This is an optimization exercise on Yosys and OpenROAD, whose aim is small area, a short achievable clock period and few clock cycles, not a production implementation.
At most, simulation tests tie the RTL to the original design; equivalence was not proved.
Function not checked in run 2: the RTL went through the layout flow alone.
Power is estimated from default activity; no workload was simulated.

**flow/design.v**
```verilog
`timescale 1ns / 1ps
package srt_pkg;
    localparam int ID_W      = 12;    
    localparam int WA_W      = 7;     
    localparam int NWORDS    = 128;   
    localparam int TOTAL_W   = 22;
    localparam logic [TOTAL_W-1:0] BUF_RESET = TOTAL_W'(2097152);
    localparam logic [3:0] RS_CONNECTED = 4'd0;
    localparam logic [3:0] RS_ACCEPTED  = 4'd1;
    localparam logic [3:0] RS_DUPLICATE = 4'd2;
    localparam logic [3:0] RS_CLOSED    = 4'd3;
    localparam logic [3:0] RS_RANGE     = 4'd4;
    localparam logic [3:0] RS_NOCONN    = 4'd5;
    localparam logic [3:0] RS_OVERFLOW  = 4'd6;
    localparam logic [3:0] RS_RESEND    = 4'd7;
    localparam logic [3:0] RS_ALLDONE   = 4'd8;
    localparam logic [3:0] RS_MISSING   = 4'd9;
    localparam logic [2:0] C_CONN   = 3'd0;
    localparam logic [2:0] C_NOCONN = 3'd1;
    localparam logic [2:0] C_CLOSED = 3'd2;
    localparam logic [2:0] C_RANGE  = 3'd3;
    localparam logic [2:0] C_HDR    = 3'd4;
    localparam logic [2:0] C_SCAN   = 3'd5;
endpackage
`timescale 1ns / 1ps
module srt_prefix_or #(
    parameter int N = 32
) (
    input  logic [N-1:0] i_v,
    output logic [N-1:0] o_below
);
    localparam int L = $clog2(N);
    logic [N-1:0] p [L+1];
    assign p[0] = {i_v[N-2:0], 1'b0};
    for (genvar l = 0; l < L; l++) begin : g_lvl
        for (genvar i = 0; i < N; i++) begin : g_bit
            if (i >= (1 << l)) begin : g_or
                assign p[l+1][i] = p[l][i] | p[l][i - (1 << l)];
            end else begin : g_pass
                assign p[l+1][i] = p[l][i];
            end
        end
    end
    assign o_below = p[L];
endmodule
module srt_two #(
    parameter int N = 32
) (
    input  logic [N-1:0] i_v,
    output logic         o_two
);
    localparam int L = $clog2(N);
    logic [N-1:0] a [L+1];
    logic [N-1:0] t [L+1];
    assign a[0] = i_v;
    assign t[0] = '0;
    for (genvar l = 0; l < L; l++) begin : g_lvl
        for (genvar i = 0; i < N; i++) begin : g_node
            if (i < (N >> (l + 1))) begin : g_pair
                assign a[l+1][i] = a[l][2*i] | a[l][2*i+1];
                assign t[l+1][i] = t[l][2*i] | t[l][2*i+1] | (a[l][2*i] & a[l][2*i+1]);
            end else begin : g_none
                assign a[l+1][i] = 1'b0;
                assign t[l+1][i] = 1'b0;
            end
        end
    end
    assign o_two = t[L][0];
endmodule
module srt_ffs #(
    parameter int N = 32
) (
    input  logic [N-1:0]         i_v,
    output logic [$clog2(N)-1:0] o_idx,
    output logic [$clog2(N)-1:0] o_idx_p1,
    output logic [N-1:0]         o_first,
    output logic [N-1:0]         o_below,
    output logic                 o_any,
    output logic                 o_more
);
    localparam int L = $clog2(N);
    logic [N-1:0] below;
    logic [N-1:0] first;
    srt_prefix_or #(.N(N)) u_pre (.i_v(i_v), .o_below(below));
    assign first  = i_v & ~below;
    assign o_any  = below[N-1] | i_v[N-1];
    assign o_below = below;
    srt_two #(.N(N)) u_two (.i_v(i_v), .o_two(o_more));
    for (genvar k = 0; k < L; k++) begin : g_enc
        logic [N-1:0] sel;
        for (genvar i = 0; i < N; i++) begin : g_sel
            assign sel[i] = ((i >> k) & 1) ? first[i] : 1'b0;
        end
        assign o_idx[k] = |sel;
        logic [N-1:0] sel1;
        for (genvar i = 0; i < N; i++) begin : g_sel1
            assign sel1[i] = (((i + 1) % N >> k) & 1) ? first[i] : 1'b0;
        end
        assign o_idx_p1[k] = |sel1;
    end
    assign o_first = first;
endmodule
`timescale 1ns / 1ps
module srt_dp (
    input  logic        i_clk,
    input  logic        i_clr,
    input  logic        i_set,
    input  logic [11:0] i_set_id,
    input  logic [7:0]  i_rd_hi,
    input  logic [15:0] i_rd_lo,
    output logic [31:0] o_rd_data
);
    logic [4095:0] r_bm;
    logic [7:0]    whi;
    logic [15:0]   wlo;
    logic [31:0]   col;
    logic [31:0]   hc [8];
    logic [31:0]   grp [8];
    always_comb begin
        whi = '0;
        wlo = '0;
        col = '0;
        whi[i_set_id[11:9]] = i_set;
        wlo[i_set_id[8:5]]  = 1'b1;
        col[i_set_id[4:0]]  = 1'b1;
        for (int g = 0; g < 8; g++) begin
            hc[g] = col & {32{whi[g]}};
        end
    end
    always_ff @(posedge i_clk) begin
        for (int w = 0; w < 128; w++) begin
            for (int b = 0; b < 32; b++) begin
                r_bm[w*32+b] <= (r_bm[w*32+b] & ~i_clr) | (hc[w / 16][b] & wlo[w % 16]);
            end
        end
    end
    always_comb begin
        o_rd_data = '0;
        for (int g = 0; g < 8; g++) begin
            grp[g] = '0;
            for (int l = 0; l < 16; l++) begin
                grp[g] = grp[g] | (r_bm[(g*16+l)*32 +: 32] & {32{i_rd_lo[l]}});
            end
            o_rd_data = o_rd_data | (grp[g] & {32{i_rd_hi[g]}});
        end
    end
endmodule
`timescale 1ns / 1ps
import srt_pkg::*;
module selective_repeat_receive_tracker #(
    parameter int MAX_PACKETS    = 4096,
    parameter int PAYLOAD_STRIDE = 9000
) (
    input  logic        i_clk,
    input  logic        i_rst_n,
    input  logic        i_in_valid,
    output logic        o_in_ready,
    input  logic [0:0]  i_in_op,
    input  logic [31:0] i_in_packet_id,
    input  logic [13:0] i_in_payload_length,
    input  logic [31:0] i_in_first_word,
    output logic        o_out_valid,
    input  logic        i_out_ready,
    output logic [3:0]  o_out_status,
    output logic [11:0] o_out_resend_id,
    output logic [25:0] o_out_payload_offset,
    output logic [11:0] o_out_missing_count,
    output logic [21:0] o_out_total_bytes,
    input  logic        i_cfg_valid,
    output logic        o_cfg_ready,
    input  logic [21:0] i_cfg_buffer_size
);
    logic        r_in_rdy;
    logic        r0_v;
    logic        r0_op;
    logic [11:0] r0_id;
    logic        r0_idz, r0_ido, r0_idhi;
    logic [13:0] r0_len;
    logic        r1_v;
    logic        r1_op;
    logic [11:0] r1_id;        
    logic        r1_idz, r1_ido, r1_idhi;
    logic [13:0] r1_len;
    logic [7:0]  r_ra_hi;      
    logic [15:0] r_ra_lo;      
    logic        r2_v;
    logic [2:0]  r2_cls;
    logic [11:0] r2_id;
    logic [15:0] r2_b;         
    logic [13:0] r2_len;       
    logic [31:0] r2_rw;
    logic        r_conn;
    logic [11:0] r_exp;
    logic [12:0] r_ptr;
    logic [6:0]  r_sw;         
    logic [7:0]  r_sn;         
    logic [31:0] r_mask;       
    logic        r_sw_eqe;     
    logic        r_sw_lte;     
    logic        r_pgte;       
    logic        r_allin;      
    logic [11:0] r_recv;
    logic [21:0] r_total;
    logic [21:0] r_buf;
    logic        r_out_v;
    logic [3:0]  r_o_status;
    logic [11:0] r_o_rid;
    logic [25:0] r_o_off;
    logic [11:0] r_o_miss;
    logic [21:0] r_o_total;
    logic        r_sk_v;
    logic [3:0]  r_sk_st;
    logic [22:0] r_sk_val;
    logic stall, r2_scan, hold1, accept, go1, r1_take, go2;
    logic x_found, handoff, keep_rw;
    assign stall   = r_sk_v;
    assign r2_scan = r2_v && (r2_cls == C_SCAN);
    assign hold1   = stall || (r2_scan && !(r1_op && x_found));
    assign accept  = i_in_valid && r_in_rdy;
    assign go1     = r1_v && !hold1;
    assign r1_take = !(r1_v && hold1);
    assign go2     = r2_v && !stall;
    logic        in_idz;
    logic [11:0] in_id;
    assign in_idz  = (i_in_packet_id == 32'd0);
    assign in_id  = !in_idz ? i_in_packet_id[11:0] :
                    (|i_in_first_word[31:12]) ? 12'hFFF : i_in_first_word[11:0];
    logic [2:0]  s1_cls;
    logic        s1_conn;
    logic        s2_set, s2_clr;
    logic [31:0] rd_data;
    logic [31:0] rd_word;
    always_comb begin
        if (!r1_op && r1_idz)              s1_cls = C_CONN;
        else if (!r_conn)                  s1_cls = C_NOCONN;
        else if (r1_op)                    s1_cls = C_SCAN;
        else if (r1_ido)                   s1_cls = C_CLOSED;
        else if (r1_idhi || r1_id > r_exp) s1_cls = C_RANGE;
        else                               s1_cls = C_HDR;
    end
    assign s1_conn = go1 && !r1_op && r1_idz;
    assign s2_set  = go2 && (r2_cls == C_HDR);
    assign s2_clr  = go2 && (r2_cls == C_CONN);
    srt_dp u_bm (
        .i_clk     (i_clk),
        .i_clr     (s2_clr),
        .i_set     (s2_set),
        .i_set_id  (r2_id),
        .i_rd_hi   (r_ra_hi),
        .i_rd_lo   (r_ra_lo),
        .o_rd_data (rd_data)
    );
    always_comb begin
        rd_word = rd_data;
        if (s2_clr) begin
            rd_word = '0;
        end else if (s2_set && r_ra_hi[r2_id[11:9]] && r_ra_lo[r2_id[8:5]]) begin
            rd_word[r2_id[4:0]] = 1'b1;
        end
    end
    logic        dup;
    logic [22:0] sum;
    logic [23:0] room;
    logic        ovf;
    logic [21:0] hdr_total;
    logic        p_gt_e;
    logic        all_in;
    logic [31:0] zeros;
    logic [4:0]  z_idx;
    logic [4:0]  z_idx_p1;
    logic [31:0] z_first;
    logic        z_any, z_more;
    logic [31:0] z_below;
    logic [11:0] rid;
    logic [12:0] rid_p1;
    logic        sc_end, sc_nf;
    logic [11:0] miss;
    logic        s2_done;
    assign dup       = r2_rw[r2_id[4:0]];
    assign sum       = {1'b0, r_total} + {9'b0, r2_len};
    assign room      = {2'b0, r_total} + {10'b0, r2_len} + {2'b11, ~r_buf} + 24'd1;
    assign ovf       = !room[23];
    assign hdr_total = dup ? r_total : (ovf ? r_buf : sum[21:0]);
    assign p_gt_e = r_pgte;
    assign all_in = r_allin;
    assign zeros  = ~r2_rw & r_mask;
    srt_ffs #(.N(32)) u_zf (.i_v(zeros), .o_idx(z_idx), .o_any(z_any), .o_more(z_more),
                            .o_below(z_below),
                            .o_first(z_first), .o_idx_p1(z_idx_p1));
    assign rid    = {r_sw, z_idx};
    assign rid_p1 = z_first[31] ? {r_sn, 5'd0} : {1'b0, r_sw, z_idx_p1};
    assign miss   = r_exp - r_recv;
    assign sc_end = p_gt_e || all_in || (!z_any && (r_sw_eqe || !r_sw_lte));
    assign sc_nf  = !sc_end && !z_any;
    assign x_found = !p_gt_e && !all_in && z_any;
    assign s2_done = go2 && !(r2_cls == C_SCAN && sc_nf);
    logic [3:0]  res_st;
    logic [22:0] res_val;
    logic [21:0] res_tot;
    logic        res_new;
    assign res_new = (r2_cls == C_HDR) && !dup;
    always_comb begin
        res_st  = RS_CONNECTED;
        res_val = '0;
        res_tot = r_total;
        case (r2_cls)
            C_CONN: begin
                res_st  = RS_CONNECTED;
                res_tot = '0;
            end
            C_NOCONN: res_st = RS_NOCONN;
            C_CLOSED: res_st = RS_CLOSED;
            C_RANGE:  res_st = RS_RANGE;
            C_HDR: begin
                res_tot = hdr_total;
                if (dup) begin
                    res_st = RS_DUPLICATE;
                end else begin
                    res_st  = ovf ? RS_OVERFLOW : RS_ACCEPTED;
                    res_val = s2_off;
                end
            end
            default: begin
                if (sc_end) begin
                    res_st  = all_in ? RS_ALLDONE : RS_MISSING;
                    res_val = 23'(miss);
                end else begin
                    res_st  = RS_RESEND;
                    res_val = 23'(rid);
                end
            end
        endcase
    end
    logic        out_free;
    logic [22:0] off_c;
    logic [22:0] s2_off;
    logic        sk_is_off, sk_is_rid, sk_is_miss;
    logic        s2_is_rid, s2_is_miss;
    assign out_free = !r_out_v || i_out_ready;
    assign s2_off = {r2_b, 7'd0} - {5'd0, r2_b, 2'd0} + {7'd0, r2_b};
    assign off_c  = r_sk_v ? r_sk_val : s2_off;
    assign sk_is_off  = (r_sk_st == RS_ACCEPTED) || (r_sk_st == RS_OVERFLOW);
    assign sk_is_rid  = (r_sk_st == RS_RESEND);
    assign sk_is_miss = (r_sk_st == RS_ALLDONE) || (r_sk_st == RS_MISSING);
    assign s2_is_rid  = (r2_cls == C_SCAN) && !sc_end;
    assign s2_is_miss = (r2_cls == C_SCAN) && sc_end;
    logic        r1_v_n, r1_op_n, sk_v_n, r2_scan_n, in_rdy_n;
    logic [11:0] r1_id_n;
    logic [12:0] ptr_n;
    logic [6:0]  sw_n;
    logic [7:0]  sn_n;
    logic [31:0] mask_n;
    logic [6:0]  ra_n;
    logic [31:0] pw_hmask, sn_hmask;
    logic        pw_eqe, pw_lte, sn_eqe, sn_lte;
    assign pw_hmask = pw_eqe ? ({32{1'b1}} >> (5'd31 - r_exp[4:0])) :
                      pw_lte ? {32{1'b1}} : {32{1'b0}};
    assign sn_hmask = sn_eqe ? ({32{1'b1}} >> (5'd31 - r_exp[4:0])) :
                      sn_lte ? {32{1'b1}} : {32{1'b0}};
    logic r0_v_n;
    assign handoff   = go1 && r2_scan;
    assign keep_rw   = handoff && z_more;
    assign r1_v_n    = r1_take ? (r0_v || accept) : r1_v;
    assign r1_op_n   = r1_take ? (r0_v ? r0_op : i_in_op[0]) : r1_op;
    assign r1_id_n   = r1_take ? (r0_v ? r0_id : i_in_packet_id[11:0]) : r1_id;
    assign r0_v_n    = r1_take ? 1'b0 : (r0_v || accept);
    assign sk_v_n    = out_free ? 1'b0 : (r_sk_v || s2_done);
    assign r2_scan_n = (go1 && s1_cls == C_SCAN) || (r2_scan && !s2_done);
    assign in_rdy_n  = !r0_v_n;
    always_comb begin
        ptr_n = r_ptr;
        sw_n  = r_sw;
        sn_n  = r_sn;
        if (s1_conn) begin
            ptr_n = 13'd1;
        end else if (go2 && r2_cls == C_SCAN && !sc_nf) begin
            ptr_n = sc_end ? 13'd1 : rid_p1;
        end
        mask_n = r_mask;
        if (handoff) begin
            sw_n   = z_more ? r_sw : r_sn[6:0];
            sn_n   = z_more ? r_sn : (r_sn + 8'd1);
            mask_n = z_more ? (r_mask & z_below) : sn_hmask;
        end else if (go1) begin
            sw_n   = r_ptr[11:5];
            sn_n   = {1'b0, r_ptr[11:5]} + 8'd1;
            mask_n = ({32{1'b1}} << r_ptr[4:0]) & pw_hmask;
        end else if (go2 && r2_cls == C_SCAN) begin
            sw_n   = r_sn[6:0];
            sn_n   = r_sn + 8'd1;
            mask_n = sn_hmask;
        end
    end
    logic [11:0] exp_n, recv_n;
    logic        eqe_n, lte_n, pgte_n;
    assign exp_n  = s1_conn ? r1_id : r_exp;
    logic allin_n;
    assign allin_n = (go2 && r2_cls == C_CONN) ? (r_exp == 12'd0) :
                     (go2 && res_new) ? (r_recv + 12'd1 == r_exp) : (r_recv == r_exp);
    assign recv_n = (go2 && r2_cls == C_CONN) ? 12'd0 :
                    (go2 && res_new) ? (r_recv + 12'd1) : r_recv;
    assign pw_eqe = (r_ptr[11:5] == r_exp[11:5]);
    assign pw_lte = (r_ptr[11:5] < r_exp[11:5]);
    assign sn_eqe = (r_sn == {1'b0, r_exp[11:5]});
    assign sn_lte = (r_sn < {1'b0, r_exp[11:5]});
    always_comb begin
        eqe_n = r_sw_eqe;
        lte_n = r_sw_lte;
        if (handoff) begin
            eqe_n = z_more ? r_sw_eqe : sn_eqe;
            lte_n = z_more ? r_sw_lte : sn_lte;
        end else if (go1) begin
            eqe_n = pw_eqe;
            lte_n = pw_lte;
        end else if (go2 && r2_cls == C_SCAN) begin
            eqe_n = sn_eqe;
            lte_n = sn_lte;
        end
    end
    always_comb begin
        pgte_n = r_pgte;
        if (s1_conn) begin
            pgte_n = (r1_id == 12'd0);
        end else if (go2 && r2_cls == C_SCAN && !sc_nf) begin
            pgte_n = sc_end ? (r_exp == 12'd0) : (r_sw_eqe && z_idx == r_exp[4:0]);
        end
    end
    logic [6:0] ptr_w_n;
    always_comb begin
        ptr_w_n = r_ptr[11:5];
        if (s1_conn) begin
            ptr_w_n = 7'd0;
        end else if (go2 && r2_cls == C_SCAN && !sc_nf) begin
            ptr_w_n = sc_end ? 7'd0 : (z_first[31] ? r_sn[6:0] : r_sw);
        end
    end
    assign ra_n = r2_scan_n ? sn_n[6:0] : (r1_op_n ? ptr_w_n : r1_id_n[11:5]);
    always_ff @(posedge i_clk) begin
        if (r1_take) begin
            if (r0_v) begin
                r1_op   <= r0_op;
                r1_id   <= r0_id;
                r1_idz  <= r0_idz;
                r1_ido  <= r0_ido;
                r1_idhi <= r0_idhi;
                r1_len  <= r0_len;
            end else begin
                r1_op   <= i_in_op[0];
                r1_id   <= in_id;
                r1_idz  <= in_idz;
                r1_ido  <= (i_in_packet_id == 32'hFFFF_FFFF);
                r1_idhi <= |i_in_packet_id[31:12];
                r1_len  <= i_in_payload_length;
            end
        end
        if (!r0_v) begin
            r0_op   <= i_in_op[0];
            r0_id   <= in_id;
            r0_idz  <= in_idz;
            r0_ido  <= (i_in_packet_id == 32'hFFFF_FFFF);
            r0_idhi <= |i_in_packet_id[31:12];
            r0_len  <= i_in_payload_length;
        end
        for (int k = 0; k < 8; k++)  r_ra_hi[k] <= (ra_n[6:4] == 3'(k));
        for (int k = 0; k < 16; k++) r_ra_lo[k] <= (ra_n[3:0] == 4'(k));
        if (go1) begin
            r2_cls <= s1_cls;
            r2_id  <= r1_id;
            r2_b   <= {1'b0, r1_id - 12'd1, 3'd0} + {4'd0, r1_id - 12'd1};
            r2_len <= (r1_len > 14'(PAYLOAD_STRIDE)) ? 14'(PAYLOAD_STRIDE) : r1_len;
        end
        if (!stall && !keep_rw) begin
            r2_rw <= rd_word;
        end
        r_exp <= exp_n;
        r_ptr      <= ptr_n;
        r_sw       <= sw_n;
        r_sn       <= sn_n;
        r_mask     <= mask_n;
        r_sw_eqe   <= eqe_n;
        r_sw_lte   <= lte_n;
        r_pgte     <= pgte_n;
        r_allin    <= allin_n;
        r_recv <= recv_n;
        if (out_free) begin
            if (r_sk_v) begin
                r_o_status <= r_sk_st;
                r_o_rid    <= sk_is_rid  ? r_sk_val[11:0] : 12'd0;
                r_o_miss   <= sk_is_miss ? r_sk_val[11:0] : 12'd0;
                r_o_off    <= sk_is_off  ? {off_c, 3'd0} : 26'd0;
                r_o_total  <= r_total;
            end else begin
                r_o_status <= res_st;
                r_o_rid    <= s2_is_rid  ? rid  : 12'd0;
                r_o_miss   <= s2_is_miss ? miss : 12'd0;
                r_o_off    <= res_new    ? {off_c, 3'd0} : 26'd0;
                r_o_total  <= res_tot;
            end
        end
        if (!out_free && s2_done) begin
            r_sk_st  <= res_st;
            r_sk_val <= res_val;
        end
    end
    always_ff @(posedge i_clk) begin
        if (!i_rst_n) begin
            r_in_rdy <= 1'b1;
            r0_v     <= 1'b0;
            r1_v     <= 1'b0;
            r2_v     <= 1'b0;
            r_out_v  <= 1'b0;
            r_sk_v   <= 1'b0;
            r_conn   <= 1'b0;
            r_total  <= '0;
            r_buf    <= BUF_RESET;
        end else begin
            r_in_rdy <= in_rdy_n;
            r0_v     <= r0_v_n;
            r1_v     <= r1_v_n;
            r2_v     <= go1 || (r2_v && !s2_done);
            r_out_v  <= out_free ? (r_sk_v || s2_done) : 1'b1;
            r_sk_v   <= sk_v_n;
            if (s1_conn) begin
                r_conn <= 1'b1;
            end
            if (go2 && r2_cls == C_CONN) begin
                r_total <= '0;
            end else if (go2 && r2_cls == C_HDR) begin
                r_total <= hdr_total;
            end
            if (i_cfg_valid) begin
                r_buf <= i_cfg_buffer_size;
            end
        end
    end
    assign o_in_ready           = r_in_rdy;
    assign o_cfg_ready          = 1'b1;
    assign o_out_valid          = r_out_v;
    assign o_out_status         = r_o_status;
    assign o_out_resend_id      = r_o_rid;
    assign o_out_payload_offset = r_o_off;
    assign o_out_missing_count  = r_o_miss;
    assign o_out_total_bytes    = r_o_total;
endmodule
```
**flow/run.sh**
```bash
#!/bin/bash
# synth_recipe.tcl (not shown) runs the flow's synth.tcl, then flattens the netlist and writes it again
# the make line also repeats each setting of config.mk as NAME=value (left out here)
make -C /OpenROAD-flow-scripts/flow DESIGN_CONFIG=/design/flow/config.mk WORK_HOME=/design/flow/orfs CLKGATE_MAP_FILE= SYNTH_SCRIPT=/design/flow/synth_recipe.tcl finish
```
**flow/config.mk**
```make
export PLATFORM = sky130hd
export DESIGN_NAME = selective_repeat_receive_tracker
export DESIGN_NICKNAME = selective_repeat_receive_tracker
export VERILOG_FILES = /design/flow/design.v
export SDC_FILE = /design/flow/constraint.sdc
export NUM_CORES = 8
export LEC_CHECK = 0
export CAP_MARGIN = 20
export CORE_MARGIN = 2
export CORE_UTILIZATION = 35
export CTS_BUF_LIST = sky130_fd_sc_hd__clkbuf_16
export CTS_CLUSTER_DIAMETER = 80
export CTS_CLUSTER_SIZE = 22
export GPL_ROUTABILITY_DRIVEN = 1
export PLACE_DENSITY = 0.45
export SETUP_SLACK_MARGIN = 5
export SLEW_MARGIN = 20
export SYNTH_MEMORY_MAX_BITS = 8192
```
**flow/constraint.sdc**
```tcl
create_clock -name core_clock -period 8.5 [get_ports {i_clk}]
set_input_delay 1.7000 -clock core_clock [delete_from_list [all_inputs] [get_ports {i_clk}]]
set_output_delay 1.7000 -clock core_clock [all_outputs]
set_load 0.01 [all_outputs]
```
==> results of run 1 <==
[state kept, by name, indices dropped and copies added (netlist names), 8 cells and up]
| register | flops |
|---|---|
| u_bm.r_bm | 4096 |
| r2_rw | 32 |
| r_mask | 32 |
| r_o_off | 23 |
| r_sk_val | 23 |
| r_buf | 22 |
| r_o_total | 22 |
| r_total | 22 |
| r2_b | 16 |
| r_ra_lo | 16 |
| r0_len | 14 |
| r1_len | 14 |
| r2_len | 14 |
| r0_id | 12 |
| r1_id | 12 |
| r2_id | 12 |
| r_exp | 12 |
| r_o_miss | 12 |
| r_o_rid | 12 |
| r_ptr | 12 |
| r_recv | 12 |
| r_ra_hi | 8 |
| r_sn | 8 |
[how the worst min path moves through the flow]
stage / end / slack (ns)
final: u_bm.r_bm[441]$_DFF_P_ / 0.46
after global placement: u_bm.r_bm[130]$_DFF_P_ / 0.43
after detailed placement: u_bm.r_bm[3071]$_DFF_P_ / 0.44
after floorplan: u_bm.r_bm[126]$_DFF_P_ / 0.43
after global routing: u_bm.r_bm[2882]$_DFF_P_ / 0.47
after CTS: u_bm.r_bm[3930]$_DFF_P_ / 0.46
[timing repair]
item                       in CTS  in global routing
cloned                         11                  6
buffers inserted               96                 49
pin swaps                      35                 65
setup endpoints to repair    4339               3137
resized for setup             305                248
[power breakdown]
part / switching (mW) / internal, mW / total [mW]
sequential: 0.285 / 21.4 / 21.7
clock: 7.89 / 6.28 / 14.2
combinational: 2.40 / 0.758 / 3.15
[cell type report]
| type | instances | area (sq um) |
|---|---|---|
| Fill cell | 49090 | 296000 |
| Sequential cell | 4495 | 92700 |
| Multi-Input combinational cell | 12490 | 72850 |
| Tap cell | 6450 | 8070 |
| Timing Repair Buffer | 712 | 7550 |
| Clock buffer | 277 | 6932 |
| Clock inverter | 122 | 1075 |
| Inverter | 182 | 695.7 |
| Antenna cell | 14 | 35.03 |
[worst register-to-register path, delay by kind of cell, from the launching register on]
kind / cells / cell delay, ns
simple gates: 2 / 0.41
flops: 1 / 0.69
buf+inv: 2 / 1.17
compound gates: 4 / 1.06
[synthesized netlist by cell type (156+ instances only)]
cell type / instances
a221oi_1: 819
a22o_1: 1317
a22oi_1: 561
clkbuf_1: 1614
dfxtp_1: 4234
edfxtp_1: 261
inv_1: 180
nand2_1: 4123
nand3_1: 156
nand4_1: 299
nor2_1: 209
o21ai_0: 3842
[per-layer routing]
layer | part of all wire | track usage | vias up
met5 | 0.00011 | 0 | -
li1 | - | - | 66200
met1 | 0.46 | 0.4073 | 74260
met4 | 0.033 | 0.08161 | 12
met2 | 0.45 | 0.4482 | 4980
met3 | 0.061 | 0.03204 | 843
[cells by family (layout without fill, tap and decap cells)]
kind of cell               Yosys count  in the layout  synth area share
adders and majority gates          156            156           0.01258
muxes                               83             83          0.006312
AOI/OAI and AO/OA                 6963           6963            0.2645
and+or+nand+nor                   5185           5190            0.1258
other                                2             18        0.00004400
xor gates and xnor gates            95             95          0.004875
buffers and inverters             1963           1293           0.04337
DFF                               4495           4495            0.5426
[metrics by stage]
step | hold slack, ns | area (sq um) | power [mW] | worst slack, ns
after global routing | 0.4728 | 189900 | 40.06 | 4.812
after global placement | 0.4334 | 178200 | 25.03 | 3.715
after floorplan | 0.4251 | 170800 | 23.29 | 4.895
final | 0.4564 | 189900 | 38.98 | 4.891
after detailed placement | 0.4421 | 178400 | 25.02 | 3.867
after CTS | 0.4610 | 188400 | 39.12 | 4.999
==> summary.md, run 1 <==
| Metric | Value |
|---|---|
| Row Count | `about 260` |
| Synthesis-to-finish area growth | `11.27%` |
| WL/cell | `29.58 microns` |
| Seq/Total Area, Yosys | `0.5426` |
| Clock Pin Slew Worst Setup and Hold Paths | `roughly 0.090 ns` |
| Worst vdd ir | `~0.16 mV` |
| Worst Max-Slew Pin Slew | `approximately 1.2 ns` |
| Synth top area share | `0.4967` |
| Crit-path max cell delay | `between 0.6 and 0.7 ns` |
| Initial Utilization | `0.3512` |
| Worst setup EP type | `flip-flop` |
| Max-slew violation count | `0` |
| Worst clock skew | `roughly 0.065 ns` |
| Die X | `roughly 700 microns` |
| CTS tree | `yes` |
| Largest net degree at the start of global routing | `208` |
| Endpoints failing setup | `0` |
| Worst Reg-to-Reg Cells | `8` |
| First-pass GRT wire length | `1041000 microns` |
| Final hold vios | `0` |
| DRT Wirelength | `around 730000 microns` |
| Grt ovf | `0` |
| DR vias/cell | `5.913` |
| Unrepaired setup endpoints after global routing | `true` |
| Flop2flop setup slack | `4.89 ns` |
| Core area | `between 0.4 and 0.5 sq mm` |
| CTS sink cnt | `roughly 4500` |
| Count of input and output buffers | `180` |
| Mean area per synthesized cell | `around 9.0 sq um` |
| DP HPWL | `380100 microns` |
| Mapped Cells | `~19000` |
| Final core occ | `0.3908` |
| CP most frequent cell | `buf_4` |
| H-tree depth | `5` |
| Seq cells post-synth | `around 4500` |
| Warnings from Yosys | `9` |
| Highest-delay cell along the critical path | `dfxtp_4` |
| Placed insts | `roughly 24000` |
| Clk latency of the worst-skew pair | `1.00 ns` |
| Worst setup SP type | `flip-flop` |
| Crit path max fanout | `27` |
| Delay-heaviest family, CP | `buffers and inverters` |
| Clk root buf | `clkbuf_16` |
| Levels on crit path | `8` |
| Routed Antenna Nets | `0` |
| Most common cell after layout, fill and taps aside | `dfxtp_1` |
| # DRC | `0` |
| Final net count | `around 18000` |
| Share of async-settable or async-resettable flops after synthesis | `0` |
| Final period utilization | `0.4246` |
| Die footprint | `0.4932 sq mm` |
| Max_cap viols | `0` |
| Main synth FF type | `dfxtp_1` |
| Critical Path Source | `r_ra_lo[1]$_DFF_P_` |
| Crit path capture | `r2_rw[20]$_SDFFCE_PP0P_` |
| Fmax | `0.2771 GHz` |
| Starting DRT DRC Count | `about 17000` |
| Antenna violations before repair | `48` |
| Final non-filler cell total | `approximately 25000` |
| Worst Hold Class | `reg2reg` |
| Hold path depth | `2` |
| Hold buffers post-CTS | `0` |
| DR vias | `around 150k` |
| Critical path, cell by cell | `buf_4 -> buf_4 -> a22oi_1 -> nand4_1 -> o21ai_0 -> nand2_1 -> a221oi_1 -> a31oi_2` |
| Vias in the first global route | `~140k` |
| Worst Path Buf+Inv | `2` |
| Post-synth EDFFs | `between 200 and 300` |
| I/O Pins | `about 190` |
| Power per cell area | `about 210 mW/mm^2` |
| Worst Path Arrival | `~4.3 ns` |
| Detailed Routing Iterations Pass 1 | `7` |
| Hold Startpoint | `u_bm.r_bm[441]$_DFF_P_` |
| Crit path required time | `9.20 ns` |
| TritonCTS Buffers | `~260` |
| Routability Congestion | `just under 0.9` |
| P_leak | `roughly 66 nW` |
| Layout cell share with drive strength beyond 1 | `0.07429` |
| Die Ht | `702.3 microns` |
| WS Path Type | `reg2reg` |
| Top cells by area, synth | `dfxtp_1, o21ai_0, nand2_1` |
| Maximum clock path buffer count | `4` |
| Reg2reg end | `r2_rw[20]$_SDFFCE_PP0P_` |
| Commonest non-fill, non-tap cells in the layout | `dfxtp_1, nand2_1, o21ai_0` |
| Setup_tns | `0 ns` |
| Yosys cell types | `just under 90` |
| Status | `no timing/DRC/antenna violations` |
| R2R Path Start | `r_ra_lo[1]$_DFF_P_` |
| Area of the mapped netlist | `between 0.15 and 0.2 sq mm` |
| Synth area leader | `dfxtp_1` |
| Tmin final | `around 3.6 ns` |
| GRT Total Usage | `0.2838` |
| Relative slew slack | `0.2251` |
Testbench counts, summed over its fixed seeds: cycles 74,383.
==> run 2: changes to the inputs <==
--- a/flow/design.v
+++ b/flow/design.v
@@ -113,17 +113,10 @@
     logic [4095:0] r_bm;
-    logic [7:0]    whi;
-    logic [15:0]   wlo;
+    logic [127:0]  row;
     logic [31:0]   col;
-    logic [31:0]   hc [8];
     logic [31:0]   grp [8];
     always_comb begin
-        whi = '0;
-        wlo = '0;
-        col = '0;
-        whi[i_set_id[11:9]] = i_set;
-        wlo[i_set_id[8:5]]  = 1'b1;
+        row  = '0;
+        col  = '0;
+        row[i_set_id[11:5]] = i_set;
         col[i_set_id[4:0]]  = 1'b1;
-        for (int g = 0; g < 8; g++) begin
-            hc[g] = col & {32{whi[g]}};
-        end
     end
@@ -132,3 +125,3 @@
             for (int b = 0; b < 32; b++) begin
-                r_bm[w*32+b] <= (r_bm[w*32+b] & ~i_clr) | (hc[w / 16][b] & wlo[w % 16]);
+                r_bm[w*32+b] <= (r_bm[w*32+b] & ~i_clr) | (row[w] & col[b]);
             end
==> run 2 against run 1 <==
Still clean. Final area up 2.9%. Die area up 0.22%. Non-clock buffer count up 212. Clock power about the same. Clock skew down 0.011 ns. Largest power group unchanged.
==> summary.md, run 2 <==
| Metric | Value |
|---|---|
| I/O Pins | `185 (unchanged)` |
| Detailed Routing Iterations Pass 1 | `6 (-1)` |
| Power per cell area | `195.6 mW/mm^2 (-4.7%)` |
| Final hold vios | `0 (unchanged)` |
| P_leak | `68.04 nW (+3.8%)` |
| Warnings from Yosys | `8 (-1)` |
| DP HPWL | `458200 microns (+21%)` |
| Unrepaired setup endpoints after global routing | `true` |
| Crit path max fanout | `52 (+93%)` |
| DR vias | `150500 (+2.9%)` |
| WS Path Type | `reg2reg` |
| Setup_tns | `0 ns (unchanged)` |
| Worst Max-Slew Pin Slew | `1.122 ns (-0.03994 ns)` |
| Synth cell count leaders | `dfxtp_1, nand2_1, o21ai_0` |
| CTS sink cnt | `4495 (unchanged)` |
| Vias in the first global route | `139200 (+1.8%)` |
| Main synth FF type | `dfxtp_1` |
| Maximum clock path buffer count | `4 (unchanged)` |
| Synthesis-to-finish area growth | `14.30%` |
| Row Count | `256 (unchanged)` |
| Worst vdd ir | `0.1389 mV (-12%)` |
| Antenna violations before repair | `63 (+31%)` |
| Count of input and output buffers | `180 (unchanged)` |
| TritonCTS Buffers | `265 (+0.38%)` |
| Mean area per synthesized cell | `9.194 sq um (+2.0%)` |
| CTS tree | `yes` |
| # DRC | `0 (unchanged)` |
| H-tree depth | `5 (unchanged)` |
| Die Ht | `703.1 microns (+0.11%)` |
| Status | `no timing/DRC/antenna violations` |
| Count leader, synth | `dfxtp_1` |
| GRT Total Usage | `0.3204 (+0.03668)` |
| Core area | `0.4865 sq mm (+0.13%)` |
| Worst setup SP type | `flip-flop` |
| Final period utilization | `0.4402 (+0.01565)` |
| Clk root buf | `clkbuf_16` |
| Max_cap viols | `0 (unchanged)` |
| Top cells by area, synth | `dfxtp_1, o21ai_0, a22o_1` |
| WL/cell | `34.20 microns (+16%)` |
| Clock Pin Slew Worst Setup and Hold Paths | `0.10 ns (about the same)` |
| Top flop regs | `u_bm.r_bm (4096), r2_rw (32), r_mask (32)` |
| Endpoints failing setup | `0 (unchanged)` |
| Clk latency of the worst-skew pair | `1.04 ns (+0.04 ns)` |
| First-pass GRT wire length | `1138000 microns (+9.3%)` |
| Max-slew violation count | `0 (unchanged)` |
| Starting DRT DRC Count | `18940 (+8.4%)` |
| Relative slew slack | `0.2490 (+0.02386)` |
| DR vias/cell | `6.138 (+3.8%)` |
| Worst Hold Class | `reg2reg` |
| Setup WS post-layout | `4.758 ns (-0.1330 ns)` |
| DRT Wirelength | `838700 microns (+15%)` |
| Fmax | `0.2673 GHz (-3.6%)` |
| Final net count | `18200 (-1.1%)` |
| Setup WS pre-CTS | `2.964 ns (-0.9032 ns)` |
| Seq cells post-synth | `4495 (unchanged)` |
| Grt ovf | `0 (unchanged)` |
| Final core occ | `0.4018 (+0.01097)` |
| Commonest non-fill, non-tap cells in the layout | `dfxtp_1, nand2_1, o21ai_0` |
| Seq/Total Area, Yosys | `0.5414 (-0.001171)` |
| Tot Pwr | `38.24 mW (-1.9%)` |
| Worst setup EP type | `flip-flop` |
| Share of async-settable or async-resettable flops after synthesis | `0 (unchanged)` |
| Routability Congestion | `0.9138 (+2.8%)` |
| Die footprint | `0.4943 sq mm (+0.22%)` |
| Max reg flops | `4096 (unchanged)` |
| Most common cell after layout, fill and taps aside | `dfxtp_1` |
| Flop2flop setup slack | `4.76 ns (-0.13 ns)` |
| Tmin final | `3.742 ns (+0.1330 ns)` |
| Initial Utilization | `0.3515 (about the same)` |
| Layout cell share with drive strength beyond 1 | `0.09870 (+0.02440)` |
| Area of the mapped netlist | `0.1710 sq mm (+0.22%)` |
| Worst Path Arrival | `4.50 ns (+0.19 ns)` |
| Yosys cell types | `93 (+5.7%)` |
| Largest net degree at the start of global routing | `202 (-2.9%)` |
| Synth area leader | `dfxtp_1` |
| Post-synth EDFFs | `261 (unchanged)` |
| Routed Antenna Nets | `0 (unchanged)` |
| Worst clock skew | `0.05442 ns (-0.01072 ns)` |
| Biggest register | `u_bm.r_bm` |
| Crit path required time | `9.26 ns (+0.06 ns)` |
| Mapped Cells | `18600 (-1.8%)` |
| Die X | `703.1 microns (+0.11%)` |
| Synth top area share | `0.4956 (-0.001072)` |
-- run 2: timing repair --
| item | in CTS | in global routing |
|---|---|---|
| buffers inserted | 166 | 102 |
| pin swaps | 94 | 103 |
| hold buffers | 0 | 0 |
| resized for setup | 727 | 390 |
| gates cloned | 32 | 22 |
| setup endpoints to repair | 4504 | 3773 |
-- run 2: final timing paths --
check / start / cells past startpoint / end
hold / removal: u_bm.r_bm[1813]$_DFF_P_ / 2 / u_bm.r_bm[1813]$_DFF_P_
setup / recovery: r_ra_lo[12]$_DFF_P_ / 6 / r2_rw[9]$_SDFFCE_PP0P_
setup reg to reg: r_ra_lo[12]$_DFF_P_ / 6 / r2_rw[9]$_SDFFCE_PP0P_
hold reg to reg: u_bm.r_bm[1813]$_DFF_P_ / 2 / u_bm.r_bm[1813]$_DFF_P_
-- run 2: worst max-delay path: stages, from the launching register on --
cell      delay [ns]
dfxtp_4         0.41
buf_12          0.21
buf_8           0.34
a221oi_1        0.35
nand4_1         0.88
a221oi_4        0.85
a31oi_1         0.16
-- run 2: where the power goes --
group	internal [mW]	leakage [nW]	switching, mW	total [mW]
Sequential	21.3	36.9	0.203	21.5
Combinational	0.794	27.4	2.03	2.82
Clock	5.93	3.78	7.93	13.9
-- run 2: layout make-up --
class                           instances  area [sq um]
Clock inverter                        104         898.4
Clock buffer                          268          6706
Timing Repair Buffer                  924         11310
Fill cell                           48520        291100
Inverter                              153         588.1
Multi-Input combinational cell      12100         75180
Antenna cell                           25         62.56
Tap cell                             6450          8070
Sequential cell                      4495         92680
-- run 2: cells by family after synthesis --
kind of cell,after synthesis,share of synthesized area
AOI/OAI and AO/OA,7015,0.2747
DFF,4495,0.5414
other,2,0.00004391
adders and majority gates,152,0.01226
xor gates and xnor gates,99,0.005070
muxes,83,0.006189
buffers and inverters,2021,0.04463
and+or+nand+nor,4735,0.1157
-- run 2: through the flow --
step                instance area (sq um)  instances  hold slack [ns]
floorplan                          171100      18600           0.4251
global placement                   179200      23800           0.4331
detailed placement                 179200      23800           0.4419
CTS                                192200      24370           0.4611
global route                       195400      24500           0.4772
finish                             195500      24520           0.4568
-- run 2: per-layer routing --
layer / vias to the layer above / global-route usage / part of all wire
met5: - / 0.0009709 / 0.00020
met4: 18 / 0.1492 / 0.056
met3: 1374 / 0.05294 / 0.081
met2: 6676 / 0.5054 / 0.44
met1: 76480 / 0.4283 / 0.42
li1: 65970 / - / -
==> run 3: changes to the inputs <==
--- a/flow/design.v
+++ b/flow/design.v
@@ -113,10 +113,17 @@
     logic [4095:0] r_bm;
-    logic [127:0]  row;
+    logic [7:0]    whi;
+    logic [15:0]   wlo;
     logic [31:0]   col;
+    logic [31:0]   hc [8];
     logic [31:0]   grp [8];
     always_comb begin
-        row  = '0;
-        col  = '0;
-        row[i_set_id[11:5]] = i_set;
+        whi = '0;
+        wlo = '0;
+        col = '0;
+        whi[i_set_id[11:9]] = i_set;
+        wlo[i_set_id[8:5]]  = 1'b1;
         col[i_set_id[4:0]]  = 1'b1;
+        for (int g = 0; g < 8; g++) begin
+            hc[g] = col & {32{whi[g]}};
+        end
     end
@@ -125,3 +132,3 @@
             for (int b = 0; b < 32; b++) begin
-                r_bm[w*32+b] <= (r_bm[w*32+b] & ~i_clr) | (row[w] & col[b]);
+                r_bm[w*32+b] <= (r_bm[w*32+b] & ~i_clr) | (hc[w / 16][b] & wlo[w % 16]);
             end
@@ -194,3 +201,3 @@
     logic        r_allin;      
-    logic [11:0] r_recv;
+    logic [11:0] r_miss;       
     logic [21:0] r_total;
@@ -284,3 +291,3 @@
     assign rid_p1 = z_first[31] ? {r_sn, 5'd0} : {1'b0, r_sw, z_idx_p1};
-    assign miss   = r_exp - r_recv;
+    assign miss   = r_miss;
     assign sc_end = p_gt_e || all_in || (!z_any && (r_sw_eqe || !r_sw_lte));
@@ -386,3 +393,3 @@
     end
-    logic [11:0] exp_n, recv_n;
+    logic [11:0] exp_n, miss_n;
     logic        eqe_n, lte_n, pgte_n;
@@ -391,5 +398,5 @@
     assign allin_n = (go2 && r2_cls == C_CONN) ? (r_exp == 12'd0) :
-                     (go2 && res_new) ? (r_recv + 12'd1 == r_exp) : (r_recv == r_exp);
-    assign recv_n = (go2 && r2_cls == C_CONN) ? 12'd0 :
-                    (go2 && res_new) ? (r_recv + 12'd1) : r_recv;
+                     (go2 && res_new) ? (r_miss == 12'd1) : (r_miss == 12'd0);
+    assign miss_n  = (go2 && r2_cls == C_CONN) ? r_exp :
+                     (go2 && res_new) ? (r_miss - 12'd1) : r_miss;
     assign pw_eqe = (r_ptr[11:5] == r_exp[11:5]);
@@ -476,3 +483,3 @@
         r_allin    <= allin_n;
-        r_recv <= recv_n;
+        r_miss <= miss_n;
         if (out_free) begin
--- a/flow/config.mk
+++ b/flow/config.mk
@@ -9,3 +9,3 @@
 export CORE_MARGIN = 2
-export CORE_UTILIZATION = 35
+export CORE_UTILIZATION = 40
 export CTS_BUF_LIST = sky130_fd_sc_hd__clkbuf_16
@@ -14,3 +14,3 @@
 export GPL_ROUTABILITY_DRIVEN = 1
-export PLACE_DENSITY = 0.45
+export PLACE_DENSITY = 0.55
 export SETUP_SLACK_MARGIN = 5
==> run 3 against run 2 <==
Critical path depth grew 3. Final cell count shrank 5.4%. Worst hold slack is essentially flat. Via count shrank 3.1%. Setup slack gained 0.10 ns. Utilization grew 4.1 points. Global-route usage shrank 2.3 points. Final area shrank 4.0%. Critical endpoint is now u_bm.r_bm[858]$_DFF_P_. Largest cell class unchanged.
==> summary.md, run 3 <==
| Metric | Value |
|---|---|
| Highest-delay cell along the critical path | `o22ai_1` |
| Final non-filler cell total | `23190 (-5.4%)` |
| Post-synth EDFFs | `273 (+4.6%)` |
| Vias in the first global route | `133100 (-4.4%)` |
| Setup WS post-layout | `4.861 ns (+0.1027 ns)` |
| Antenna violations before repair | `32 (-49%)` |
| DR vias/cell | `6.292 (+2.5%)` |
| P_leak | `65.61 nW (-3.6%)` |
| Die footprint | `0.4310 sq mm (-13%)` |
| Worst Max-Slew Pin Slew | `1.211 ns (+0.08888 ns)` |
| Delay-heaviest family, CP | `simple AND/OR/NAND/NOR gates` |
| Count of input and output buffers | `180 (unchanged)` |
| Clk root buf | `clkbuf_16` |
| Hold path endpoint | `u_bm.r_bm[364]$_DFF_P_` |
| Placement Cell Area | `0.1762 sq mm (-1.7%)` |
| Commonest non-fill, non-tap cells in the layout | `dfxtp_1, nand2_1, o21ai_0` |
| Worst Path Arrival | `4.58 ns (+0.08 ns)` |
| R2R Path Start | `r2_id[0]$_DFFE_PP_` |
| Power per cell area | `194.9 mW/mm^2 (-0.35%)` |
| Critical path, cell by cell | `buf_12 -> inv_1 -> ha_1 -> xor2_1 -> nand2_1 -> o22ai_1 -> nand3_1 -> nor2_4 -> a22o_1` |
| I/O Pins | `185 (unchanged)` |
| Worst setup SP type | `flip-flop` |
| Synth top area share | `0.4963 (+0.0006829)` |
| Crit path required time | `9.44 ns (+0.18 ns)` |
| Routability Congestion | `0.9579 (+4.8%)` |
| Initial Utilization | `0.4019 (+0.05041)` |
| Status | `no timing/DRC/antenna violations` |
| GR Util met3 | `0.04523 (-0.007713)` |
| Routed Antenna Nets | `0 (unchanged)` |
| Max_cap viols | `0 (unchanged)` |
| Worst clock skew | `0.06120 ns (+0.006778 ns)` |
| GRT Total Usage | `0.2979 (-0.02252)` |
| Top cells by area, synth | `dfxtp_1, a22o_1, o21ai_0` |
| Hold path depth | `2 (unchanged)` |
| Top flop regs | `u_bm.r_bm (4096), r2_rw (32), r_mask (32)` |
| Hold Startpoint | `u_bm.r_bm[364]$_DFF_P_` |
| Setup_tns | `0 ns (unchanged)` |
| Final hold vios | `0 (unchanged)` |
| DRT Wirelength | `680600 microns (-19%)` |
| Fmax | `0.2748 GHz (+2.8%)` |
| Biggest register | `u_bm.r_bm` |
| Final net count | `17700 (-2.7%)` |
| Max-slew violation count | `0 (unchanged)` |
| Mapped Cells | `18280 (-1.7%)` |
| WS Path Type | `reg2reg` |
| Maximum clock path buffer count | `4 (unchanged)` |
| Synth area leader | `dfxtp_1` |
| Area of the mapped netlist | `0.1703 sq mm (-0.42%)` |
| Die X | `656.5 microns (-6.6%)` |
| # DRC | `0 (unchanged)` |
| Final period utilization | `0.4281 (-0.01208)` |
| Seq/Total Area, Yosys | `0.5444 (+0.002992)` |
| Flop2flop setup slack | `4.86 ns (+0.10 ns)` |
| Busiest grt layer | `met2` |
| Met2 usage | `0.4678 (-0.03765)` |
| Worst Path Buf+Inv | `2 (unchanged)` |
| Largest net degree at the start of global routing | `195 (-3.5%)` |
| DR vias | `145900 (-3.1%)` |
| Clk latency of the worst-skew pair | `1.02 ns (-0.02 ns)` |
| Detailed Routing Iterations Pass 1 | `8 (+2)` |
| Grt ovf | `0 (unchanged)` |
| Most common cell after layout, fill and taps aside | `dfxtp_1` |
| H-tree depth | `4 (-1)` |
| First-pass GRT wire length | `972300 microns (-15%)` |
| Final core occ | `0.4430 (+0.04116)` |
| DP HPWL | `351400 microns (-23%)` |
| Tot Pwr | `36.58 mW (-4.3%)` |
| CTS sink cnt | `4495 (unchanged)` |
| Unrepaired setup endpoints after global routing | `true` |
| Placed insts | `22660 (-4.8%)` |
| Worst Hold Class | `reg2reg` |
| Met1 Usage GRT | `0.4199 (-0.008401)` |
| Starting DRT DRC Count | `19880 (+5.0%)` |
| Minimum hold slack | `0.4566 ns (-0.0002190 ns)` |
| Worst Reg-to-Reg Cells | `9 (+3)` |
| Synth cell count leaders | `dfxtp_1, nand2_1, o21ai_0` |
| Relative slew slack | `0.1925 (-0.05649)` |
| Seq cells post-synth | `4495 (unchanged)` |
| TritonCTS Buffers | `234 (-12%)` |
| Crit path max fanout | `16 (-69%)` |
| Worst vdd ir | `0.1809 mV (+30%)` |
| Finished Cell Area | `0.1877 sq mm (-4.0%)` |
| Mean area per synthesized cell | `9.318 sq um (+1.3%)` |
| Die Ht | `656.5 microns (-6.6%)` |
| Clock Pin Slew Worst Setup and Hold Paths | `0.09 ns (about the same)` |
| Max reg flops | `4096 (unchanged)` |
| CTS tree | `yes` |
| Tmin final | `3.639 ns (-0.1027 ns)` |
| Worst setup EP type | `flip-flop` |
| Row Count | `239 (-6.6%)` |
| Warnings from Yosys | `9 (+1)` |
| Crit-path max cell delay | `0.73 ns (-0.15 ns)` |
| Yosys cell types | `85 (-8.6%)` |
| Endpoints failing setup | `0 (unchanged)` |
| Layout cell share with drive strength beyond 1 | `0.07750 (-0.02120)` |
| Count leader, synth | `dfxtp_1` |
| Synthesis-to-finish area growth | `10.21%` |
| Reg2reg end | `u_bm.r_bm[858]$_DFF_P_` |
| Setup WS pre-CTS | `3.869 ns (+0.9047 ns)` |
| Main synth FF type | `dfxtp_1` |
| Core area | `0.4237 sq mm (-13%)` |
| WL/cell | `29.35 microns (-14%)` |
| Share of async-settable or async-resettable flops after synthesis | `0 (unchanged)` |
==> run 3: worst min-delay path: stages (launching register included) <==
cell and delay (ns):
dfxtp_1 0.33, nand2_1 0.04, o21ai_0 0.05
==> run 3: cell families after synthesis <==
kind of cell             Yosys count  synth area share
other                              2        0.00004409
AND/OR/NAND/NOR                 4555            0.1117
buffers and inverters           1961           0.04346
XOR/XNOR                          74          0.003805
flip-flops                      4495            0.5444
adder cells (fa/ha/maj)          145           0.01175
AO/OA/AOI/OAI                   6955            0.2780
multiplexers                      91          0.006810
==> run 3: what timing repair did <==
action	CTS	global route
hold buffers	0	0
endpoints found under the hold margin	0	0
resized for setup	489	250
pin swaps	48	67
buffers inserted	105	80
gates cloned	26	10
endpoints found under the setup margin	4380	3044
==> run 3: area by class of cell <==
type / instances / area, sq um
Clock buffer: 240 / 6006
Antenna cell: 13 / 32.53
Fill cell: 41060 / 236000
Timing Repair Buffer: 709 / 7864
Multi-Input combinational cell: 11840 / 72790
Sequential cell: 4495 / 92810
Inverter: 174 / 660.6
Tap cell: 5663 / 7086
Clock inverter: 54 / 444.2
==> run 3: worst max-delay path by stage <==
stage | cells after the start | startpoint | slack [ns] | endpoint
finish | 9 | r2_id[0]$_DFFE_PP_ | 4.86 | u_bm.r_bm[858]$_DFF_P_
global route | 8 | r2_id[0]$_DFFE_PP_ | 4.82 | u_bm.r_bm[762]$_DFF_P_
CTS | 7 | r2_id[5]$_DFFE_PP_ | 4.78 | u_bm.r_bm[2541]$_DFF_P_
detailed placement | 12 | r_sk_v$_SDFF_PP0_ | 3.87 | r_ra_lo[2]$_DFF_P_
global placement | 12 | r_sk_v$_SDFF_PP0_ | 3.88 | r_ra_lo[4]$_DFF_P_
floorplan | 11 | r2_rw[9]$_SDFFCE_PP0P_ | 4.98 | r_mask[13]$_DFFE_PP_
==> run 3: layer usage <==
metal / routed length, microns / part of all wire / up-vias
met4: 24040 / 0.035 / 6
met1: 292800 / 0.43 / 73220
li1: - / - / 64700
met5: 42 / 0.000062 / -
met3: 59760 / 0.088 / 1070
met2: 304000 / 0.45 / 6887
==> run 3: report_power, final <==
part | internal, mW | leakage [nW] | switching, mW
registers | 21.3 | 36.9 | 0.220
logic | 0.602 | 25.5 | 1.93
clock network | 5.15 | 3.26 | 7.33
Testbench counts of run 3, summed over its fixed seeds: cycles 74,383.
==> run 4: changes to the inputs <==
--- a/flow/config.mk
+++ b/flow/config.mk
@@ -9,3 +9,3 @@
 export CORE_MARGIN = 2
-export CORE_UTILIZATION = 40
+export CORE_UTILIZATION = 45
 export CTS_BUF_LIST = sky130_fd_sc_hd__clkbuf_16
@@ -14,3 +14,3 @@
 export GPL_ROUTABILITY_DRIVEN = 1
-export PLACE_DENSITY = 0.55
+export PLACE_DENSITY = 0.6
 export SETUP_SLACK_MARGIN = 5
==> run 4 against run 3 <==
Area after synthesis unchanged. Critical path depth decreased by 2. Global-route usage increased by 2.2 points. Worst hold slack improved by 0.0010 ns. Sequential power about the same. Clock power about the same. Largest cell class unchanged. Synthesized cell count unchanged. Flip-flop and latch count unchanged. Critical endpoint is now u_bm.r_bm[2697]$_DFF_P_.
==> summary.md, run 4 <==
| Metric | Value |
|---|---|
| CTS sink cnt | `4495 (unchanged)` |
| DRT Wirelength | `648400 microns (-4.7%)` |
| Clk latency of the worst-skew pair | `0.99 ns (-0.03 ns)` |
| Power per cell area | `194.4 mW/mm^2 (-0.26%)` |
| Relative slew slack | `0.2144 (+0.02193)` |
| Layout cell share with drive strength beyond 1 | `0.07921 (+0.001708)` |
| Status | `no timing/DRC/antenna violations` |
| WL/cell | `28.82 microns (-1.8%)` |
| Gate power share | `0.067 (-0.002)` |
| Count of input and output buffers | `180 (unchanged)` |
| DP HPWL | `332300 microns (-5.4%)` |
| Seq/Total Area, Yosys | `0.5444 (unchanged)` |
| Worst setup EP type | `flip-flop` |
| Share of async-settable or async-resettable flops after synthesis | `0 (unchanged)` |
| Clock Pin Slew Worst Setup and Hold Paths | `0.09 ns (about the same)` |
| Post-synth EDFFs | `273 (unchanged)` |
| Maximum clock path buffer count | `4 (unchanged)` |
| Yosys cell types | `85 (unchanged)` |
| I/O Pins | `185 (unchanged)` |
| Unrepaired setup endpoints after global routing | `true` |
| Tmin final | `3.778 ns (+0.1390 ns)` |
| Worst Hold Class | `reg2reg` |
| # DRC | `0 (unchanged)` |
| Endpoints failing setup | `0 (unchanged)` |
| Starting DRT DRC Count | `21120 (+6.2%)` |
| Seq cells post-synth | `4495 (unchanged)` |
| DR vias | `145900 (-0.0069%)` |
| WS Path Type | `reg2reg` |
| Initial Utilization | `0.4528 (+0.05089)` |
| Most common cell after layout, fill and taps aside | `dfxtp_1` |
| Top flop regs | `u_bm.r_bm (4096), r2_rw (32), r_mask (32)` |
| H-tree depth | `4 (unchanged)` |
| Die footprint | `0.3834 sq mm (-11%)` |
| Top cells by area, synth | `dfxtp_1, a22o_1, o21ai_0` |
| Mapped Cells | `18280 (unchanged)` |
| Detailed Routing Iterations Pass 1 | `6 (-2)` |
| Final hold vios | `0 (unchanged)` |
| Commonest non-fill, non-tap cells in the layout | `dfxtp_1, nand2_1, o21ai_0` |
| Setup_tns | `0 ns (unchanged)` |
| Final period utilization | `0.4445 (+0.01635)` |
| Reg power frac | `0.595 (+0.005)` |
| Die Ht | `619.2 microns (-5.7%)` |
| Main synth FF type | `dfxtp_1` |
| Max_cap viols | `0 (unchanged)` |
| Mean area per synthesized cell | `9.318 sq um (unchanged)` |
| Warnings from Yosys | `9 (unchanged)` |
| Antenna violations before repair | `33 (+3.1%)` |
| Final net count | `17690 (-0.068%)` |
| Grt ovf | `0 (unchanged)` |
| Worst Max-Slew Pin Slew | `1.178 ns (-0.03289 ns)` |
| Max-slew violation count | `0 (unchanged)` |
| Largest net degree at the start of global routing | `199 (+2.1%)` |
| Worst Path Arrival | `4.67 ns (+0.09 ns)` |
| GRT Total Usage | `0.3202 (+0.02223)` |
| Routability Congestion | `0.9664 (+0.89%)` |
| Vias in the first global route | `131200 (-1.4%)` |
| Worst setup SP type | `flip-flop` |
| Synth area leader | `dfxtp_1` |
| Die X | `619.2 microns (-5.7%)` |
| TritonCTS Buffers | `233 (-0.43%)` |
| Routed Antenna Nets | `0 (unchanged)` |
| P_leak | `65.38 nW (-0.35%)` |
| Crit path max fanout | `16 (unchanged)` |
| Crit path required time | `9.39 ns (-0.05 ns)` |
| Fmax | `0.2647 GHz (-3.7%)` |
| Row Count | `225 (-5.9%)` |
| Biggest register | `u_bm.r_bm` |
| Setup WS pre-CTS | `3.716 ns (-0.1521 ns)` |
| Cell-internal power | `27.07 mW (-0.11%)` |
| Clk root buf | `clkbuf_16` |
| Synthesis-to-finish area growth | `9.729%` |
| Synth top area share | `0.4963 (unchanged)` |
| Setup WS post-layout | `4.722 ns (-0.1390 ns)` |
| Max reg flops | `4096 (unchanged)` |
| DR vias/cell | `6.485 (+3.1%)` |
| Worst vdd ir | `0.1564 mV (-14%)` |
| Core area | `0.3761 sq mm (-11%)` |
| Clock power share | `0.338 (-0.003)` |
| CTS tree | `yes` |
| P_sw | `9.256 mW (-2.3%)` |
| Area of the mapped netlist | `0.1703 sq mm (unchanged)` |
| Sw frac | `0.2548 (-0.004319)` |
| Synth cell count leaders | `dfxtp_1, nand2_1, o21ai_0` |
| Count leader, synth | `dfxtp_1` |
| Worst clock skew | `0.05366 ns (-0.007544 ns)` |
| First-pass GRT wire length | `930100 microns (-4.3%)` |
-- run 4: cell counts after synthesis --
Identical to the previous run, type by type.
-- run 4: layout make-up --
class / instances / area (sq um)
clock buffers: 241 / 6031
well taps: 4994 / 6248
multi-input cells: 11840 / 73090
inverters: 174 / 660.6
fillers: 35300 / 189200
repair buffers: 696 / 7634
clock inverters: 40 / 357.8
diodes: 16 / 40.04
flip-flops and latches: 4495 / 92820
-- run 4: repair_timing --
item                                     CTS  global route
gates cloned                              17            12
hold buffers                               0             0
resized for setup                        441           358
setup buffers                             99            92
pin swaps                                 39           107
endpoints found under the setup margin  4354          3644
-- run 4: metal layers --
layer,track usage,up-vias,wire length (microns)
met5,0,-,32
met4,0.1058,4,23970
met3,0.04808,1179,63480
met2,0.4903,7487,283900
met1,0.4600,72590,277000
li1,-,64620,-
-- run 4: path summary, 6_finish.rpt --
| path | depth (start not counted) | start | slack [ns] | end |
|---|---|---|---|---|
| hold / removal | 2 | u_bm.r_bm[2258]$_DFF_P_ | 0.46 | u_bm.r_bm[2258]$_DFF_P_ |
| hold reg to reg | 2 | u_bm.r_bm[2258]$_DFF_P_ | 0.46 | u_bm.r_bm[2258]$_DFF_P_ |
| setup reg to reg | 7 | r2_id[0]$_DFFE_PP_ | 4.72 | u_bm.r_bm[2697]$_DFF_P_ |
| setup / recovery | 7 | r2_id[0]$_DFFE_PP_ | 4.72 | u_bm.r_bm[2697]$_DFF_P_ |
-- run 4: cells by family (layout without fill, tap and decap cells) --
group	after synthesis	after routing	synth area share
AO/OA/AOI/OAI	6955	6956	0.2780
AND/OR/NAND/NOR	4555	4570	0.1117
flip-flops	4495	4495	0.5444
buffers and inverters	1961	1151	0.04346
adder cells (fa/ha/maj)	145	145	0.01175
multiplexers	91	91	0.006810
XOR/XNOR	74	74	0.003805
other	2	20	0.00004409
-- run 4: through the flow --
stage	instance area [sq um]	total power [mW]	cells	utilization	hold WS (ns)
6_report	186900	36.33	22500	0.4969	0.4576
5_1_grt	186900	37.17	22480	0.4968	0.4784
4_1_cts	184200	36.25	22370	0.4898	0.4626
3_5_place_dp	175200	24.22	21980	0.4658	0.4421
3_3_place_gp	175100	24.23	21970	0.4657	0.4328
2_1_floorplan	170500	22.99	18280	-	0.4251
-- run 4: power by group through the flow --
stage | sequential, mW | combinational (mW) | clock, mW
4_1_cts | 21.6 | 2.26 | 12.4
5_1_grt | 21.6 | 2.47 | 13.1
2_1_floorplan | 21.9 | 1.08 | 0
3_5_place_dp | 22.1 | 2.10 | 0
3_3_place_gp | 22.1 | 2.11 | 0
6_report | 21.6 | 2.45 | 12.3
-- run 4: critical path: stages (launching register included) --
cell and delay [ns]:
edfxtp_1 0.37, buf_4 0.17, buf_4 0.17, ha_1 0.95
nand2_1 0.34, nor2_1 0.81, nand2_1 0.56, o21ai_0 0.31
==> run 5: changes to the inputs <==
--- a/flow/config.mk
+++ b/flow/config.mk
@@ -9,3 +9,3 @@
 export CORE_MARGIN = 2
-export CORE_UTILIZATION = 45
+export CORE_UTILIZATION = 35
 export CTS_BUF_LIST = sky130_fd_sc_hd__clkbuf_16
@@ -14,3 +14,3 @@
 export GPL_ROUTABILITY_DRIVEN = 1
-export PLACE_DENSITY = 0.6
+export PLACE_DENSITY = 0.45
 export SETUP_SLACK_MARGIN = 5
==> run 5 against run 4 <==
Highest routed layer unchanged. Global-route usage decreased by 3.9 points. Final cell count grew 6.9%. Critical endpoint is now u_bm.r_bm[2073]$_DFF_P_. Utilization decreased by 11 points. Clock skew up 0.0011 ns.
==> summary.md, run 5 <==
| Metric | Value |
|---|---|
| Tmin final | `3.615 ns (-0.1630 ns)` |
| Worst vdd ir | `0.1957 mV (+25%)` |
| Count leader, synth | `dfxtp_1` |
| Worst Path Arrival | `4.54 ns (-0.13 ns)` |
| Clock Pin Slew Worst Setup and Hold Paths | `0.10 ns (about the same)` |
| Final period utilization | `0.4253 (-0.01918)` |
| Vias in the first global route | `134200 (+2.3%)` |
| Initial Utilization | `0.3510 (-0.1019)` |
| Relative slew slack | `0.1591 (-0.05535)` |
| CTS tree | `yes` |
| Placement Cell Area | `0.1775 sq mm (+1.3%)` |
| Final net count | `17730 (+0.23%)` |
| Mapped Cells | `18280 (unchanged)` |
| Hold buffers post-CTS | `0 (unchanged)` |
| Status | `no timing/DRC/antenna violations` |
| WS Path Type | `reg2reg` |
| Maximum clock path buffer count | `4 (unchanged)` |
| Clk latency of the worst-skew pair | `1.01 ns (+0.02 ns)` |
| Max_cap viols | `0 (unchanged)` |
| Gate power share | `0.070 (+0.003)` |
| Most common cell after layout, fill and taps aside | `dfxtp_1` |
| Finished Cell Area | `0.1898 sq mm (+1.6%)` |
| Power per cell area | `197.7 mW/mm^2 (+1.7%)` |
| TritonCTS Buffers | `245 (+5.2%)` |
| Worst clock skew | `0.05477 ns (+0.001110 ns)` |
| Setup WS pre-CTS | `3.425 ns (-0.2913 ns)` |
| Biggest register | `u_bm.r_bm` |
| Sw frac | `0.2645 (+0.009712)` |
| Worst setup EP type | `flip-flop` |
| Setup_tns | `0 ns (unchanged)` |
| Top cells by area, synth | `dfxtp_1, a22o_1, o21ai_0` |
| Die X | `701.6 microns (+13%)` |
| Worst setup SP type | `flip-flop` |
| CTS sink cnt | `4495 (unchanged)` |
| Grt ovf | `0 (unchanged)` |
| Worst Hold Class | `reg2reg` |
| Fmax | `0.2766 GHz (+4.5%)` |
| Starting DRT DRC Count | `17520 (-17%)` |
| Layout cell share with drive strength beyond 1 | `0.08281 (+0.003606)` |
| Placed insts | `23480 (+6.8%)` |
| Endpoints failing setup | `0 (unchanged)` |
| GRT Total Usage | `0.2813 (-0.03887)` |
| Synth area leader | `dfxtp_1` |
| # DRC | `0 (unchanged)` |
| Share of async-settable or async-resettable flops after synthesis | `0 (unchanged)` |
| Commonest non-fill, non-tap cells in the layout | `dfxtp_1, nand2_1, o21ai_0` |
| P_leak | `65.96 nW (+0.89%)` |
| Tot Pwr | `37.52 mW (+3.3%)` |
| Antenna violations before repair | `34 (+3.0%)` |
| Row Count | `256 (+14%)` |
| WL/cell | `30.28 microns (+5.1%)` |
| Area of the mapped netlist | `0.1703 sq mm (unchanged)` |
| Fill cell count | `48700 (+38%)` |
| Final non-filler cell total | `24050 (+6.9%)` |
| Die footprint | `0.4922 sq mm (+28%)` |
| DR vias/cell | `5.985 (-7.7%)` |
| H-tree depth | `4 (unchanged)` |
| DP HPWL | `377700 microns (+14%)` |
| Post-synth EDFFs | `273 (unchanged)` |
| Core area | `0.4853 sq mm (+29%)` |
| Main synth FF type | `dfxtp_1` |
| Warnings from Yosys | `9 (unchanged)` |
| Crit path max fanout | `19 (+3)` |
| DR vias | `143900 (-1.3%)` |
| Count of input and output buffers | `180 (unchanged)` |
| Die Ht | `701.6 microns (+13%)` |
| Worst Max-Slew Pin Slew | `1.261 ns (+0.08302 ns)` |
| Minimum hold slack | `0.4559 ns (-0.001630 ns)` |
| Max reg flops | `4096 (unchanged)` |
| Largest net degree at the start of global routing | `234 (+18%)` |
| Final core occ | `0.3911 (-0.1058)` |
| First-pass GRT wire length | `1030000 microns (+11%)` |
| Seq cells post-synth | `4495 (unchanged)` |
| Cell-internal power | `27.60 mW (+1.9%)` |
| Final hold vios | `0 (unchanged)` |
| Synth cell count leaders | `dfxtp_1, nand2_1, o21ai_0` |
| Yosys cell types | `85 (unchanged)` |
| Seq/Total Area, Yosys | `0.5444 (unchanged)` |
| Routability Congestion | `0.8848 (-8.4%)` |
| Crit path required time | `9.42 ns (+0.03 ns)` |
| Max-slew violation count | `0 (unchanged)` |
| Synth top area share | `0.4963 (unchanged)` |
| Mean area per synthesized cell | `9.318 sq um (unchanged)` |
| Top flop regs | `u_bm.r_bm (4096), r2_rw (32), r_mask (32)` |
| Setup WS post-layout | `4.885 ns (+0.1630 ns)` |
| Detailed Routing Iterations Pass 1 | `6 (unchanged)` |
| P_sw | `9.925 mW (+7.2%)` |
| DRT Wirelength | `728200 microns (+12%)` |
| Reg power frac | `0.575 (-0.020)` |
| Routed Antenna Nets | `0 (unchanged)` |
| I/O Pins | `185 (unchanged)` |
| Clk root buf | `clkbuf_16` |
| Synthesis-to-finish area growth | `11.44%` |
| Clock power share | `0.355 (+0.017)` |
| Unrepaired setup endpoints after global routing | `true` |
## run 5: power groups by stage
| stage | Sequential (mW) | Clock (mW) | Combinational, mW |
|---|---|---|---|
| floorplan | 21.9 | 0 | 1.08 |
| global placement | 22.1 | 0 | 2.30 |
| detailed placement | 22.1 | 0 | 2.29 |
| CTS | 21.6 | 13.6 | 2.47 |
| global route | 21.6 | 14.3 | 2.67 |
| finish | 21.6 | 13.3 | 2.61 |
## run 5: layer usage
layer | vias to the layer above | global-route usage | wire, microns
li1 | 64790 | - | -
met1 | 73270 | 0.4042 | 332400
met2 | 5048 | 0.4492 | 329300
met3 | 808 | 0.03039 | 46010
met4 | 6 | 0.07157 | 20540
met5 | - | 0 | 41
## run 5: logic make-up (layout without fill, tap and decap cells)
logic type,after synthesis,in the layout,share of synthesized area
other cells,2,19,0.00004409
xor+xnor,74,74,0.003805
mux,91,91,0.006810
compound gates,6955,6956,0.2780
flops,4495,4495,0.5444
buf+inv,1961,1253,0.04346
simple gates,4555,4564,0.1117
fa+ha+maj,145,145,0.01175
## run 5: cell type report
| class | instances | area [sq um] | area share |
|---|---|---|---|
| sequential | 4495 | 92820 | 0.4891 |
| multi-input combinational | 11830 | 73050 | 0.3849 |
| tap | 6450 | 8070 | 0.04252 |
| timing repair buffer | 730 | 7918 | 0.04172 |
| clock buffer | 253 | 6331 | 0.03336 |
| clock inverter | 96 | 910.9 | 0.004799 |
| inverter | 174 | 656.9 | 0.003461 |
| antenna | 15 | 37.54 | 0.0001978 |
## run 5: path summary, 6_finish.rpt
check	startpoint	end	slack, ns	cells after the start
max	r2_id[0]$_DFFE_PP_	u_bm.r_bm[2073]$_DFF_P_	4.88	9
min	u_bm.r_bm[1869]$_DFF_P_	u_bm.r_bm[1869]$_DFF_P_	0.46	2
max reg2reg	r2_id[0]$_DFFE_PP_	u_bm.r_bm[2073]$_DFF_P_	4.88	9
min reg2reg	u_bm.r_bm[1869]$_DFF_P_	u_bm.r_bm[1869]$_DFF_P_	0.46	2
## run 5: repair_timing
action,4_1_cts,5_1_grt
pin swaps,65,87
gates resized for setup,567,249
cloned,18,10
buffers inserted,108,72
endpoints found under the setup margin,4225,3490
## run 5: critical path, stage by stage (launching register included)
cell and delay [ns]:
edfxtp_1 0.42, buf_12 0.18, inv_1 0.10, ha_1 0.28
xnor2_2 0.13, buf_4 0.35, nand2_1 0.25, nor2_1 0.85
nand2_1 0.62, o21ai_0 0.34

port drivers added, routing unchanged:
Ports are ideal in the flow. The routed layouts listed here were re-timed in OpenROAD. Step 1 assumes that a clkbuf_16 drives the clock port and a buf_2 every other input. Step 2 also shifts input and output timing later by t, the mid clock arrival at the registers, as if the neighbouring blocks saw the same clock. Three values: ideal, step 1, step 2; two values: the first two.
| run | shift t [ns] | setup slack, ns | worst setup path at the end |
|---|---|---|---|
| run 1 | 1.084 | 4.891 / 4.891 / 4.265 | input to register |
| run 2 | 1.117 | 4.758 / 4.758 / 4.222 | input to register |
| run 3 | 1.108 | 4.861 / 4.861 / 4.330 | input to register |
| run 4 | 1.078 | 4.722 / 4.722 / 4.150 | input to register |
| run 5 | 1.115 | 4.885 / 4.885 / 4.201 | input to register |
After both steps setup and hold are still met in every run listed. The setup slack of run 5, which loses most, moves by 0.000 ns with the drivers and by -0.684 ns with both steps.
